Source: an optimization exercise on an open RTL-to-GDS flow (aim: small area). Production flows keep margins and buffers that such runs may drop. The RTL was checked by simulation tests, not by an equivalence proof against the original design. The flow treats the clock pin as an ideal source, which a real chip does not have. Power figures rest on the tool's default switching activity, not on a simulated workload.

## design/flow/config.mk

```make
export PLATFORM = sky130hd
export DESIGN_NAME = window_gen_kxk
export DESIGN_NICKNAME = window_gen_kxk
export VERILOG_FILES = /design/flow/design.v
export SDC_FILE = /design/flow/constraint.sdc
export NUM_CORES = 4
export LEC_CHECK = 0
export CAP_MARGIN = 20
export CORE_MARGIN = 2
export CORE_UTILIZATION = 70
export CTS_BUF_LIST = sky130_fd_sc_hd__clkbuf_4 sky130_fd_sc_hd__clkbuf_8
export PLACE_DENSITY = 0.8
export SLEW_MARGIN = 20
```

## design/flow/constraint.sdc

```tcl
create_clock -name core_clock -period 3.0 [get_ports {clk}]
set_input_delay 0.6000 -clock core_clock [delete_from_list [all_inputs] [get_ports {clk}]]
set_output_delay 0.6000 -clock core_clock [all_outputs]
set_load 0.01 [all_outputs]
```

## design/flow/design.v

```verilog
package cnn_pkg;
    localparam int unsigned K_SMALL    = 3;
    localparam int unsigned K_LARGE    = 5;
    localparam int unsigned STRIDE_ONE = 1;
    localparam int unsigned STRIDE_TWO = 2;
    function automatic logic is_legal_k(input int unsigned k);
        is_legal_k = (k == K_SMALL) || (k == K_LARGE);
    endfunction
    function automatic logic is_legal_stride(input int unsigned s);
        is_legal_stride = (s == STRIDE_ONE) || (s == STRIDE_TWO);
    endfunction
    function automatic int unsigned slot_index(input int unsigned row,
                                               input int unsigned col,
                                               input int unsigned k);
        slot_index = row * k + col;
    endfunction
    function automatic int unsigned last_aligned(input int unsigned dim,
                                                 input int unsigned k,
                                                 input int unsigned s);
        last_aligned = (k - 1) + ((dim - k) / s) * s;
    endfunction
endpackage
module row_delay #(
    parameter int unsigned DEPTH = 136,
    parameter int unsigned WIDTH = 32
) (
    input  logic                   clk,
    input  logic                   en,
    input  logic [WIDTH-1:0]       din,
    output logic [DEPTH*WIDTH-1:0] q
);
    logic [WIDTH-1:0] mem [DEPTH];
    always_ff @(posedge clk) begin
        if (en) begin
            mem[0] <= din;
            for (int unsigned i = 1; i < DEPTH; i++) begin
                mem[i] <= mem[i-1];
            end
        end
    end
    for (genvar i = 0; i < DEPTH; i++) begin : g_q
        assign q[i*WIDTH +: WIDTH] = mem[i];
    end
endmodule
module window_gen_kxk #(
    parameter int unsigned DATA_WIDTH = 32,
    parameter int unsigned IMG_WIDTH  = 34,
    parameter int unsigned IMG_HEIGHT = 34,
    parameter int unsigned K          = 5,
    parameter int unsigned STRIDE     = 2
) (
    input  logic                      clk,
    input  logic                      resetn,
    input  logic                      data_valid_in,
    input  logic [DATA_WIDTH-1:0]     data_in,
    output logic [K*K*DATA_WIDTH-1:0] window_out,
    output logic                      valid_out,
    output logic                      frame_done
);
    localparam int unsigned CW = $clog2(IMG_WIDTH);
    localparam int unsigned RW = $clog2(IMG_HEIGHT);
    localparam int unsigned LAST_COL = cnn_pkg::last_aligned(IMG_WIDTH, K, STRIDE);
    localparam int unsigned LAST_ROW = cnn_pkg::last_aligned(IMG_HEIGHT, K, STRIDE);
    localparam int unsigned LINE     = LAST_COL + 1;
    localparam int unsigned DEPTH    = (K - 1) * LINE + K - 1;
    localparam logic [CW-1:0] COL_MAX     = CW'(IMG_WIDTH - 1);
    localparam logic [CW-1:0] COL_FIRST   = CW'(K - 1);
    localparam logic [CW-1:0] COL_LAST_AL = CW'(LAST_COL);
    localparam logic [RW-1:0] ROW_MAX     = RW'(IMG_HEIGHT - 1);
    localparam logic [RW-1:0] ROW_FIRST   = RW'(K - 1);
    localparam logic [RW-1:0] ROW_LAST_AL = RW'(LAST_ROW);
    if (!cnn_pkg::is_legal_k(K)) begin : g_bad_k
        $error("window_gen_kxk: K must be 3 or 5");
    end
    if (!cnn_pkg::is_legal_stride(STRIDE)) begin : g_bad_stride
        $error("window_gen_kxk: STRIDE must be 1 or 2");
    end
    if (IMG_WIDTH < K) begin : g_bad_width
        $error("window_gen_kxk: IMG_WIDTH must be at least K");
    end
    if (IMG_HEIGHT < K) begin : g_bad_height
        $error("window_gen_kxk: IMG_HEIGHT must be at least K");
    end
    logic                      accept;
    logic                      shift;
    logic                      shift_q;
    logic [DATA_WIDTH-1:0]     pix_q;
    logic                      emit;
    logic                      frame_end;
    logic [CW-1:0]             col;
    logic [RW-1:0]             row;
    logic                      col_al;
    logic                      row_al;
    logic [DEPTH*DATA_WIDTH-1:0] chain;
    logic                      valid_q;
    logic                      frame_done_q;
    assign accept = data_valid_in;
    assign shift  = accept && (col <= COL_LAST_AL);
    always_ff @(posedge clk) begin
        pix_q <= data_in;
    end
    always_ff @(posedge clk or negedge resetn) begin
        if (!resetn) begin
            shift_q <= 1'b0;
        end else begin
            shift_q <= shift;
        end
    end
    row_delay #(
        .DEPTH (DEPTH),
        .WIDTH (DATA_WIDTH)
    ) u_chain (
        .clk (clk),
        .en  (shift_q),
        .din (pix_q),
        .q   (chain)
    );
    always_ff @(posedge clk or negedge resetn) begin
        if (!resetn) begin
            col <= '0;
            row <= '0;
        end else if (accept) begin
            if (col == COL_MAX) begin
                col <= '0;
                row <= (row == ROW_MAX) ? '0 : row + 1'b1;
            end else begin
                col <= col + 1'b1;
            end
        end
    end
    assign col_al = (col >= COL_FIRST) && (((col - COL_FIRST) % STRIDE) == 0);
    assign row_al = (row >= ROW_FIRST) && (((row - ROW_FIRST) % STRIDE) == 0);
    assign emit      = accept && col_al && row_al && (col <= COL_LAST_AL) && (row <= ROW_LAST_AL);
    assign frame_end = emit && (row == ROW_LAST_AL) && (col == COL_LAST_AL);
    for (genvar j = 0; j < K; j++) begin : g_win_row
        for (genvar i = 0; i < K; i++) begin : g_win_col
            if (j == K - 1 && i == K - 1) begin : g_newest
                assign window_out[cnn_pkg::slot_index(j, i, K)*DATA_WIDTH +: DATA_WIDTH] = pix_q;
            end else begin : g_chain
                assign window_out[cnn_pkg::slot_index(j, i, K)*DATA_WIDTH +: DATA_WIDTH] =
                    chain[((K-1-j)*LINE + (K-1-i) - 1)*DATA_WIDTH +: DATA_WIDTH];
            end
        end
    end
    always_ff @(posedge clk or negedge resetn) begin
        if (!resetn) begin
            valid_q      <= 1'b0;
            frame_done_q <= 1'b0;
        end else begin
            valid_q      <= emit;
            frame_done_q <= frame_end;
        end
    end
    assign valid_out  = valid_q;
    assign frame_done = frame_done_q;
endmodule
```

## design/flow/flow/run.sh

```bash
#!/bin/bash
# The standard ORFS layout, with three changes to how it is made:
#  - ports are buffered with the smallest plain buffer (buf_1) rather than
#    the resizer's default pick;
#  - before clock tree synthesis, the resizer's power recovery downsizes
#    cells with spare slack (flow/pre_cts.tcl);
#  - clock tree synthesis clusters up to 28 flip-flops on each clkbuf_16
#    leaf buffer and adds no dummy loads.
# Everything else (synthesis, floorplan, placement, routing) is standard.sh.
# ORFS writes each step's log under orfs/logs/; make's own output goes to
# standard_make.log.
set -euo pipefail
bash standard.sh \
  "BUFFER_PORTS_ARGS=-buffer_cell sky130_fd_sc_hd__buf_1" \
  "PRE_CTS_TCL=$PWD/flow/pre_cts.tcl" \
  "CTS_ARGS=-sink_clustering_enable -repair_clock_nets -dont_use_dummy_load -sink_buffer_max_cap_derate 0.5 -sink_clustering_size 28 -sink_clustering_max_diameter 100 -buf_list {sky130_fd_sc_hd__clkbuf_16}" \
  finish > standard_make.log 2>&1
```

## design/flow/flow/pre_cts.tcl

```tcl
# Before clock tree synthesis: downsize cells on paths with spare setup
# slack (the resizer's power recovery), which shrinks the oversized
# buffers that repair_design put on the high-fanout shift-enable net.
estimate_parasitics -placement
puts "area before power recovery: [rsz::design_area]"
repair_timing -recover_power 100 -verbose
puts "area after power recovery: [rsz::design_area]"
```

## design/flow/standard.sh

```bash
#!/bin/bash
# synth_recipe.tcl (not shown) runs the flow's synth.tcl, then flattens the netlist and writes it again
# the make line also repeats each setting of config.mk as NAME=value (left out here)
make -C /OpenROAD-flow-scripts/flow DESIGN_CONFIG=/design/flow/config.mk WORK_HOME=/design/flow/orfs CLKGATE_MAP_FILE= SYNTH_SCRIPT=/design/flow/synth_recipe.tcl "${@:-finish}"
```

==> run notes <==
## critical path: stages (launching register included)
cell and delay (ps):
dfrtp_4 750, clkbuf_1 480, buf_12 330, clkbuf_2 550
## where the power goes
part,switching [mW],internal [mW]
logic,4.40,0.841
registers,1.56,73.3
clock network,16.7,10.7
total,22.6,84.8
## metal layers
metal,track usage,vias to the layer above,routed length (µm)
li1,-,20260,-
met1,0.2650,24060,80580
met2,0.3540,1375,109000
met3,0.03030,276,9080
met4,0.04431,2,4013
met5,0,-,7
## flip-flops by register name (all words and copies together) (netlist names)
| name | cells |
|---|---|
| frame_done_q | 1 |
| pix_q | 32 |
| row | 6 |
| u_chain.mem | 4352 |
| shift_q | 1 |
| valid_q | 1 |
| col | 6 |
## worst max-delay path by stage
stage	start	endpoint	slack, ps	cells after the start
after floorplan	shift_q	u_chain.mem[0][0]	-27020	0
after global placement	shift_q	u_chain.mem[33][3]	970	3
after detailed placement	shift_q	u_chain.mem[133][19]	920	2
after CTS	shift_q	u_chain.mem[25][19]	440	3
after global routing	shift_q	u_chain.mem[71][20]	340	3
final	shift_q	u_chain.mem[73][20]	530	3
## cells in the mapped netlist, types with 2 or more instances
master,count,area (µm²)
dfxtp_1,32,640.6
buf_4,768,5766
a31oi_1,2,12.51
nand2_1,7,26.28
nand4_1,4,25.02
nor3_1,3,15.01
edfxtp_1,4352,130700
ha_1,6,75.07
mux2i_1,2,20.02
buf_2,2,10.01
nor2_1,2,7.510
and4_1,3,26.28
dfrtp_1,15,375.4
xnor2_1,3,26.28
inv_1,4,15.01
nand3_1,5,25.02
o21ai_0,4,20.02
## area by class of cell
class | instances | area, µm² | area share
Timing Repair Buffer | 997 | 4802 | 0.03320
Antenna cell | 3 | 7.507 | 0.00005190
Sequential cell | 4399 | 131700 | 0.9105
Multi-Input combinational cell | 55 | 381.6 | 0.002638
Inverter | 4 | 15.01 | 0.0001038
Tap cell | 2624 | 3283 | 0.02270
Clock buffer | 178 | 4454 | 0.03079
## cell families after synthesis
| group | Yosys count | synth area share |
|---|---|---|
| AO/OA/AOI/OAI | 10 | 0.0004446 |
| XOR/XNOR | 4 | 0.0002541 |
| adder cells (fa/ha/maj) | 6 | 0.0005444 |
| buffers and inverters | 774 | 0.04200 |
| flip-flops | 4399 | 0.9551 |
| multiplexers | 2 | 0.0001452 |
| AND/OR/NAND/NOR | 33 | 0.001470 |
## stage by stage
step                cell area (µm²)  setup WS (ps)  hold WS (ps)  cells
floorplan                    137900         -27020         304.4   5228
global placement             140400          971.4         400.2   8044
detailed placement           140400          920.0         404.5   8044
CTS                          144600          439.9         60.31   8255
global route                 144600          344.2         127.2   8259
finish                       144600          525.6         164.3   8260
## placed cells by master (no fill, tap or decap), types with 3 or more instances in the layout
master and instances:
dfrtp_1 14, xnor2_1 3, nand3_1 5, clkbuf_1 40, nand2_1 8, nor3_1 3, and4_1 3, clkbuf_2 27
diode_2 3, edfxtp_1 4352, clkbuf_4 11, ha_1 6, buf_12 41, dlygate4sd3_1 33, buf_4 12, dfxtp_1 32
buf_1 826, o21ai_0 4, inv_1 4, buf_2 3, nand4_1 4, clkbuf_16 178
## what timing repair did
action,4_1_cts,5_1_grt
endpoints found under the hold margin,47,0
hold buffers,33,0
setup buffers,0,0
gates resized for setup,0,0
==> impl_metrics.toml <==
[run_status]
status = "timing/DRC/antenna clean"

[clock_tree]
path_clk_slew_ps = 100
cts_buffers = 178
cts.sinks = 4399
worstSkewPairLatency_ps = 840
cts_tree = "yes"

[floorplan]
io_pins = 837
start_util = 0.7057
rows = 162
die_area_um2 = 200500
core-area_um2 = 195400
die_h_um = 447.8
dieWidth_um = 447.8

[critical_path]
start_kind = "flip-flop"
crit_fanout = 45
cp.required_ps = 3480
worstPathArrival_ps = 2950
r2r_slack_ps = 530
r2r-end = "u_chain.mem[73][20]"
worstReg2RegStart = "shift_q"
endpoint_kind = "flip-flop"
reg2reg_depth = 3
path_class = "reg -> reg"

[placement]
portBuffers = 836
hpwlAfterDp_mm = 97.63
gp_congestion = 0.7619

[worst_hold_path]
holdPathStages = 3
worstHoldPathType = "in -> reg"
hp-start = "data_valid_in"
hold_end = "col[1]"

[synthesis]
ys_ff_latch = 4399
synth-seq-area-share = 0.9551
synth_edf_count = 4352
synth.cell_area_um2 = 137900
avgSynthCellArea_um2 = 26.37
synth_cell_types = 31
synthArstFlopShare = 0.003410
synth_warnings = 3
syn-instance-count = 5228
ys.flop_type = "edfxtp_1"
syn_nets = 5269

[routing]
routed_wl_mm = 202.7
dr.pass1.iters = 5
routed_via_density = 5.565
wl_per_cell_um = 24.54
ant_nets = 0
via_count = 45970
drcViolationCount = 0
drt-initial-drc-count = 4449

[timing]
rsz0062_at_grt = "false"
period_minus_slack_ps = 2474
slew_viol_final = 0
fin_tns_setup_ps = 0
setup_viol_count_final = 0
worst_pin_slew_ps = 1051
slew_headroom = 0.2991
period_share = 0.8248
finalClockSkew_ps = 96.69
finalHoldViolCount = 0
fmax_mhz = 404.1

[grt]
overflow = 0
grt_usage = 0.1991
antenna_found_initial = 5
grt_pass1_vias = 46530
grt_max_degree = 107
grt_pass1_wl_mm = 295.0

[cells_and_area]
area_growth_pct = 4.905
nNetsFinal = 5676
utilization = 0.7403
fillers = 9683
layout-drive-gt1-share = 0.04971

[power_and_ir_drop]
ir_drop_uv = 821.3
power_density_nw_per_um2 = 743.0
finalPower_mw = 107.5
leakagePower_nw = 38.40

[job]
drv_cap = 0

[what the ideal ports hide]
The flow's constraints put no driver on any port. The routed layout listed below was extracted and timed again, unchanged, in two steps. Step 1 (the two cells are an assumption about what drives the block):
set clk [get_ports {clk}]
set_driving_cell -lib_cell sky130_fd_sc_hd__clkbuf_16 $clk
set_driving_cell -lib_cell sky130_fd_sc_hd__buf_2 [delete_from_list [all_inputs] $clk]
Step 2 times the ports against the registers' clock, not the clock port: input delays grow and output delays shrink by t, the midpoint of the rising clock arrivals with the driver on. a / b / c = ideal ports / drivers / drivers and shift; a / b = the first two.
shift t [ns]: 0.893
setup slack, ns: 0.526 / 0.526 / 0.526
hold WS [ns]: 0.164 / 0.140 / 0.326
worst register clock-pin slew, ns: 0.12 / 0.12
cell pins on the clock port's net: 1
After both steps setup and hold are still met in this run. For this run, drivers alone change the setup slack by 0.000 ns; drivers and shift together by 0.000 ns.
